This design comes from an exercise in tuning for small area on the open sky130 flow, not from production work.
Only simulation tests tie the RTL to the original design; equivalence was not proved.
No activity file was given, so power comes from the tool's default toggle rates.

==> flow/design.v (excerpt) <==
module pulse_seq_multi
#(
  parameter int unsigned NUM_CH    = 2,
  parameter int unsigned NUM_PULSE = 4,
  parameter int unsigned TW        = 32,
  parameter int unsigned ATT_W     = 7,
  parameter int unsigned ATT_STEP  = 6,
  parameter int unsigned GUARD     = 20,
  parameter int unsigned AW        = $clog2(pulses_pkg::ADDR_SLOT_BASE + 2 * NUM_CH * NUM_PULSE + 2 * NUM_CH)
) (
  input  logic              clk,
  input  logic              rst,
  input  logic              cfg_we,
  input  logic [AW-1:0]     cfg_addr,
  input  logic [TW-1:0]     cfg_wdata,
  input  logic              cfg_commit,
  input  logic              run,
  input  logic              cw_mode,
  input  logic [NUM_CH-1:0] cw_sel,
  input  logic [ATT_W-1:0]  pr_att,
  output logic              sync_on,
  output logic [NUM_CH-1:0] pulse_on,
  output logic [ATT_W-1:0]  pre_att,
  output logic              pre_block,
  output logic              cycle_start
);
Size in the first run: roughly 5000 cells after synthesis, ~1500 flip-flops, about 64 I/O pins, ~61000 um2 of cells after synthesis.
Settings: LEC_CHECK=0, CAP_MARGIN=10, CORE_MARGIN=2, CORE_UTILIZATION=62, SLEW_MARGIN=10; clock period 12.0 ns.
standard.sh (not shown) runs the stock make flow with config.mk's settings and CLKGATE_MAP_FILE= SYNTH_SCRIPT=/design/flow/synth_recipe.tcl, a recipe that flattens the netlist after the stock synthesis.
==> flow/flow/run.sh <==
#!/bin/bash
set -euo pipefail
W=$PWD
HERE=$(cd "$(dirname "${BASH_SOURCE[0]}")" && pwd)
export MY_ABC_SCRIPT=$HERE/abc.script
SS=$(grep -o 'SYNTH_SCRIPT=[^ ]*' "$W/standard.sh" | head -1 | cut -d= -f2)
[[ -n "$SS" ]]
cat > "$W/own_synth.tcl" <<TCL
proc abc {args} {
  set i [lsearch -exact \$args -script]
  if { \$i >= 0 } { lset args [expr {\$i + 1}] \$::env(MY_ABC_SCRIPT) }
  yosys abc {*}\$args
}
source $SS
TCL
EXTRA=""
if [[ -f "$HERE/make.vars" ]]; then
  while IFS= read -r line; do
    [[ -z "$line" ]] && continue
    EXTRA+="${line%%=*}='${line#*=}' "
  done < "$HERE/make.vars"
fi
sed -e "s#SYNTH_SCRIPT=$SS #SYNTH_SCRIPT=$W/own_synth.tcl ${EXTRA}#" "$W/standard.sh" > "$W/own_standard.sh"
grep -q own_synth.tcl "$W/own_standard.sh"
bash "$W/own_standard.sh" > "$W/flow_make.log" 2>&1
==> flow/flow/abc.script <==
&get -n; &st; &dch; &nf -R 1000; &dch; &nf -R 1000; &put
==> flow/flow/make.vars <==
CTS_ARGS=-sink_clustering_enable -repair_clock_nets -dont_use_dummy_load -buf_list sky130_fd_sc_hd__clkbuf_8 -sink_clustering_size 16 -sink_clustering_max_diameter 60
BUFFER_PORTS_ARGS=-buffer_cell sky130_fd_sc_hd__buf_1
The starting point finished with timing, DRC and antenna clean.
Change:
--- a/flow/flow/run.sh
+++ b/flow/flow/run.sh
@@ -16,8 +16,3 @@
-EXTRA=""
-if [[ -f "$HERE/make.vars" ]]; then
-  while IFS= read -r line; do
-    [[ -z "$line" ]] && continue
-    EXTRA+="${line%%=*}='${line#*=}' "
-  done < "$HERE/make.vars"
-fi
-sed -e "s#SYNTH_SCRIPT=$SS #SYNTH_SCRIPT=$W/own_synth.tcl ${EXTRA}#" "$W/standard.sh" > "$W/own_standard.sh"
+CTS=""
+if [[ -s "$HERE/cts.args" ]]; then CTS="CTS_ARGS='$(cat "$HERE/cts.args")' "; fi
+sed -e "s#SYNTH_SCRIPT=$SS #SYNTH_SCRIPT=$W/own_synth.tcl ${CTS}#" "$W/standard.sh" > "$W/own_standard.sh"
==> flow/flow/abc.script (replaced) <==
&get -n; &st; &dch; &nf -R 1000; &put
==> flow/flow/cts.args (new file) <==
-sink_clustering_enable -repair_clock_nets -dont_use_dummy_load -buf_list sky130_fd_sc_hd__clkbuf_16 -sink_clustering_size 24 -sink_clustering_max_diameter 80
CAP_MARGIN = 20   (was 10)
CORE_UTILIZATION = 55   (was 62)
SLEW_MARGIN = 20   (was 10)
removed: flow/flow/make.vars
After rerunning: The new run completed with no timing, DRC or antenna violations; synthesized area goes up by about 0.9%; global-route usage goes down by 4.6 points; register-to-register slack improved by 0.27 ns; count of clock-buffer cells in the layout goes down by 41; combinational power goes up by about 2%; via count goes down by 1.1%; routed wire length goes up by about 1.7%; final cell count goes up by about 6%; total power goes up by about 2%; setup slack improved by 0.27 ns.

[afterwards: timing with drivers on the ports]
The results above use ideal ports. As a check the final layouts listed here were re-extracted and re-timed, cells and wires unchanged.
Step 1 sets driving cells, clkbuf_16 on the clock port and buf_2 on the other inputs (assumed; they add their load-dependent delay and slew).
Step 2, shift: input delay + t, output delay - t, t = (earliest + latest rising clock arrival at the registers) / 2. This alone moves slack from input paths to output paths.
Three values: ideal ports, drivers, drivers and shift; two values: the first two.
| run | t, ns | slack for setup (ns) | worst setup path at the end | slew at the worst register clock pin (ns) |
|---|---|---|---|---|
| the first run | 0.861 | 2.333 / 2.333 / 2.333 | register to register | 0.10 / 0.10 |
| the second run | 0.755 | 2.600 / 2.600 / 2.600 | register to register | 0.11 / 0.11 |
After both steps every run listed still meets setup and hold.
